This design comes from an exercise in tuning for small area and a short achievable clock period on the open sky130 flow, not from production work. Where RTL was checked, it was by simulation tests only, not by an equivalence proof against the original. Power and IR drop assume default switching activity.

// executeStage
module executeStage (
    input  logic                         clk_i,
    input  logic                         rst_n_i,
    input  logic                         stall_i,
    input  logic                         bubble_i,
    input  logic [3:0]                   icode_i,
    input  logic [3:0]                   ifun_i,
    input  logic [2:0]                   stat_i,
    input  logic [y86Pkg::WORD_W-1:0]    valA_i,
    input  logic [y86Pkg::WORD_W-1:0]    valB_i,
    input  logic [y86Pkg::WORD_W-1:0]    valC_i,
    input  logic [3:0]                   dstE_i,
    input  logic [3:0]                   dstM_i,
    input  logic [3:0]                   srcA_i,      
    input  logic [3:0]                   srcB_i,
    output logic [3:0]                   icode_o,
    output logic [2:0]                   stat_o,
    output logic [y86Pkg::WORD_W-1:0]    valE_o,
    output logic [y86Pkg::WORD_W-1:0]    valA_o,
    output logic [3:0]                   dstE_o,
    output logic [3:0]                   dstM_o,
    output logic                         cnd_o
);
Settings: LEC_CHECK=0, ABC_AREA=1, CAP_MARGIN=20, CORE_MARGIN=2, CORE_UTILIZATION=40, SLEW_MARGIN=20; clock period 7.2 ns.
standard.sh (not shown) runs the stock make flow with config.mk's settings and CLKGATE_MAP_FILE= SYNTH_SCRIPT=/design/flow/synth_recipe.tcl, a recipe that flattens the netlist after the stock synthesis.
==> flow/flow/run.sh <==
#!/bin/bash
set -euo pipefail
export BUFFER_PORTS_ARGS="-buffer_cell sky130_fd_sc_hd__buf_1"
export CTS_BUF_LIST="sky130_fd_sc_hd__clkbuf_8 sky130_fd_sc_hd__clkbuf_16"
export CTS_CLUSTER_SIZE=24
export CTS_CLUSTER_DIAMETER=100
export SETUP_SLACK_MARGIN=4.3
bash standard.sh finish > make_finish.log 2>&1
Then changed:
--- a/flow/flow/run.sh
+++ b/flow/flow/run.sh
@@ -5,4 +5,4 @@
 export CTS_CLUSTER_SIZE=24
 export CTS_CLUSTER_DIAMETER=100
-export SETUP_SLACK_MARGIN=4.3
+export SETUP_SLACK_MARGIN=4.8
 bash standard.sh finish > make_finish.log 2>&1
Register-to-register slack improves by 0.41 ns.
Combinational power climbs by roughly a tenth.
Clock-buffer cell count does not change.
Core utilization is higher by 4.2 points.
Total power rose by a few percent.
Final area grows by roughly a tenth.
Then changed:
--- a/flow/flow/run.sh
+++ b/flow/flow/run.sh
@@ -5,4 +5,4 @@
 export CTS_CLUSTER_SIZE=24
 export CTS_CLUSTER_DIAMETER=100
-export SETUP_SLACK_MARGIN=4.8
+export SETUP_SLACK_MARGIN=4.5
 bash standard.sh finish > make_finish.log 2>&1
Result:
- The changed run finished clean
- via count decreases by about 3.7%
- sequential power is about the same
- worst setup slack is worse by 0.15 ns
- register-to-register slack is worse by 0.16 ns
- final area decreases by about 8%
- die area does not change
- routed wire length decreases by about 9%
Then changed:
--- a/flow/flow/run.sh
+++ b/flow/flow/run.sh
@@ -5,4 +5,4 @@
 export CTS_CLUSTER_SIZE=24
 export CTS_CLUSTER_DIAMETER=100
-export SETUP_SLACK_MARGIN=4.5
+export SETUP_SLACK_MARGIN=4.7
 bash standard.sh finish > make_finish.log 2>&1
=> Synthesized cell count does not change; count of clock-buffer cells in the layout came out higher by 1; design area increases by 3.5%; combinational power went up by about 6%; clock skew drops by 0.0068 ns.

Another version of the RTL of executeStage (not shown whole).
Size in the first run: about 1,600 cells after synthesis, roughly 360 flip-flops, roughly 370 I/O pins, roughly 17,000 sq um of cells after synthesis.
Settings: LEC_CHECK=0, CAP_MARGIN=20, CORE_MARGIN=2, CORE_UTILIZATION=40, SLEW_MARGIN=20; clock period 7.2 ns.
==> flow/flow/run.sh <==
#!/bin/bash
set -euo pipefail
export BUFFER_PORTS_ARGS="-buffer_cell sky130_fd_sc_hd__buf_1"
export SETUP_SLACK_MARGIN=3.7
bash standard.sh finish > make_finish.log 2>&1
The first run finished with timing, DRC and antenna clean.
==> next run, changes <==
==> flow/flow/run.sh (replaced) <==
#!/bin/bash
set -euo pipefail
export BUFFER_PORTS_ARGS="-buffer_cell sky130_fd_sc_hd__buf_1"
export SETUP_SLACK_MARGIN=4.2
bash standard.sh finish > make_finish.log 2>&1
Power is higher by a few percent.
Via count is higher by a few percent.
Global-route usage is higher by 0.98 points.
Die area is unchanged.
Clock skew is about the same.
Function was not checked in any run of this note: the RTL went through the layout flow alone.

RTL: one of the versions met above, not the one the previous note started from.
Size in the first run: ~1,300 cells after synthesis, ~370 I/O pins.
==> flow/config.mk <==
export PLATFORM = sky130hd
export DESIGN_NAME = executeStage
export DESIGN_NICKNAME = executeStage
export VERILOG_FILES = /design/flow/design.v
export SDC_FILE = /design/flow/constraint.sdc
export NUM_CORES = 4
export LEC_CHECK = 0
export CAP_MARGIN = 20
export CORE_MARGIN = 2
export CORE_UTILIZATION = 40
export SLEW_MARGIN = 20
==> flow/constraint.sdc <==
create_clock -name core_clock -period 7.2 [get_ports {clk_i}]
set_input_delay 1.4400 -clock core_clock [delete_from_list [all_inputs] [get_ports {clk_i}]]
set_output_delay 1.4400 -clock core_clock [all_outputs]
set_load 0.01 [all_outputs]
==> flow/flow/run.sh <==
#!/bin/bash
set -euo pipefail
export BUFFER_PORTS_ARGS="-buffer_cell sky130_fd_sc_hd__buf_1"
export CTS_BUF_LIST="sky130_fd_sc_hd__clkbuf_8 sky130_fd_sc_hd__clkbuf_16"
export CTS_CLUSTER_SIZE=24
export CTS_CLUSTER_DIAMETER=100
export SETUP_SLACK_MARGIN=4.2
bash standard.sh finish > make_finish.log 2>&1
Rerun with:
--- a/flow/flow/run.sh
+++ b/flow/flow/run.sh
@@ -6,3 +6,3 @@
 export CTS_CLUSTER_DIAMETER=100
-export SETUP_SLACK_MARGIN=4.2
+export SETUP_SLACK_MARGIN=4.6
 bash standard.sh finish > make_finish.log 2>&1
- ABC_AREA: default -> 1
Worst setup slack gains 0.39 ns.
Non-clock buffer count decreases by 4.
Area after synthesis increases by roughly a tenth.
Combinational power increases by a little under a tenth.
Power increases slightly.
Routed wire length increases by about a fifth.
Rerun with:
--- a/flow/flow/run.sh
+++ b/flow/flow/run.sh
@@ -6,3 +6,3 @@
 export CTS_CLUSTER_DIAMETER=100
-export SETUP_SLACK_MARGIN=4.6
+export SETUP_SLACK_MARGIN=4.3
 bash standard.sh finish > make_finish.log 2>&1
- ABC_AREA: 1 -> default
After rerunning: Via count falls by 17%; synthesized area falls by 9.8%; design area falls by 6.4%; hold slack gets better by 0.0046 ns; global-route usage falls by 0.35 points; wire length falls by 13%; flip-flop and latch count is unchanged.
Rerun with:
--- a/flow/flow/run.sh
+++ b/flow/flow/run.sh
@@ -6,3 +6,3 @@
 export CTS_CLUSTER_DIAMETER=100
-export SETUP_SLACK_MARGIN=4.3
+export SETUP_SLACK_MARGIN=5.0
 bash standard.sh finish > make_finish.log 2>&1
- ABC_AREA: default -> 1
What happened: Setup slack improves by 0.35 ns. Sequential power is about the same. Final cell count came out higher by 34%.

==> static timing again, ports no longer ideal <==
In the flow no input, the clock included, has a driving cell. The finished layouts below were timed again as built, in two steps.
Step 1 (the two cells are an assumption about what drives the block):
set clk [get_ports {clk_i}]
set_driving_cell -lib_cell sky130_fd_sc_hd__clkbuf_16 $clk
set_driving_cell -lib_cell sky130_fd_sc_hd__buf_2 [delete_from_list [all_inputs] $clk]
Step 2 times the ports against the registers' clock, not the clock port: input delays grow and output delays shrink by t, the midpoint of the rising clock arrivals with the driver on.
Three values: ideal, step 1, step 2; two values: the first two.
| run | shift t [ns] | setup WS [ns] | clock arrival spread, ns | cell pins on the clock port's net |
|---|---|---|---|---|
| the first run of note 1 | 0.589 | 4.366 / 4.342 / 3.754 | 0.026 / 0.025 | 1 |
| the second run of note 1 | 0.599 | 4.728 / 4.675 / 4.161 | 0.023 / 0.023 | 1 |
| the third run of note 1 | 0.582 | 4.576 / 4.537 / 3.966 | 0.039 / 0.038 | 1 |
| the fourth run of note 1 | 0.583 | 4.732 / 4.678 / 4.196 | 0.031 / 0.032 | 1 |
| the first run of note 2 | 0.601 | 3.782 / 3.782 / 3.381 | 0.018 / 0.017 | 1 |
| the second run of note 2 | 0.602 | 4.073 / 4.073 / 3.655 | 0.018 / 0.018 | 1 |
| the first run of note 3 | 0.588 | 4.244 / 4.270 / 3.682 | 0.041 / 0.040 | 1 |
| the second run of note 3 | 0.589 | 4.635 / 4.583 / 4.088 | 0.020 / 0.020 | 1 |
| the third run of note 3 | 0.577 | 4.343 / 4.364 / 3.787 | 0.022 / 0.023 | 1 |
| the fourth run of note 3 | 0.585 | 4.689 / 4.670 / 4.105 | 0.033 / 0.033 | 1 |
After both steps setup and hold are still met in every run listed. For the first run of note 1, which loses most, drivers alone change the setup slack by -0.024 ns; drivers and shift together by -0.612 ns.
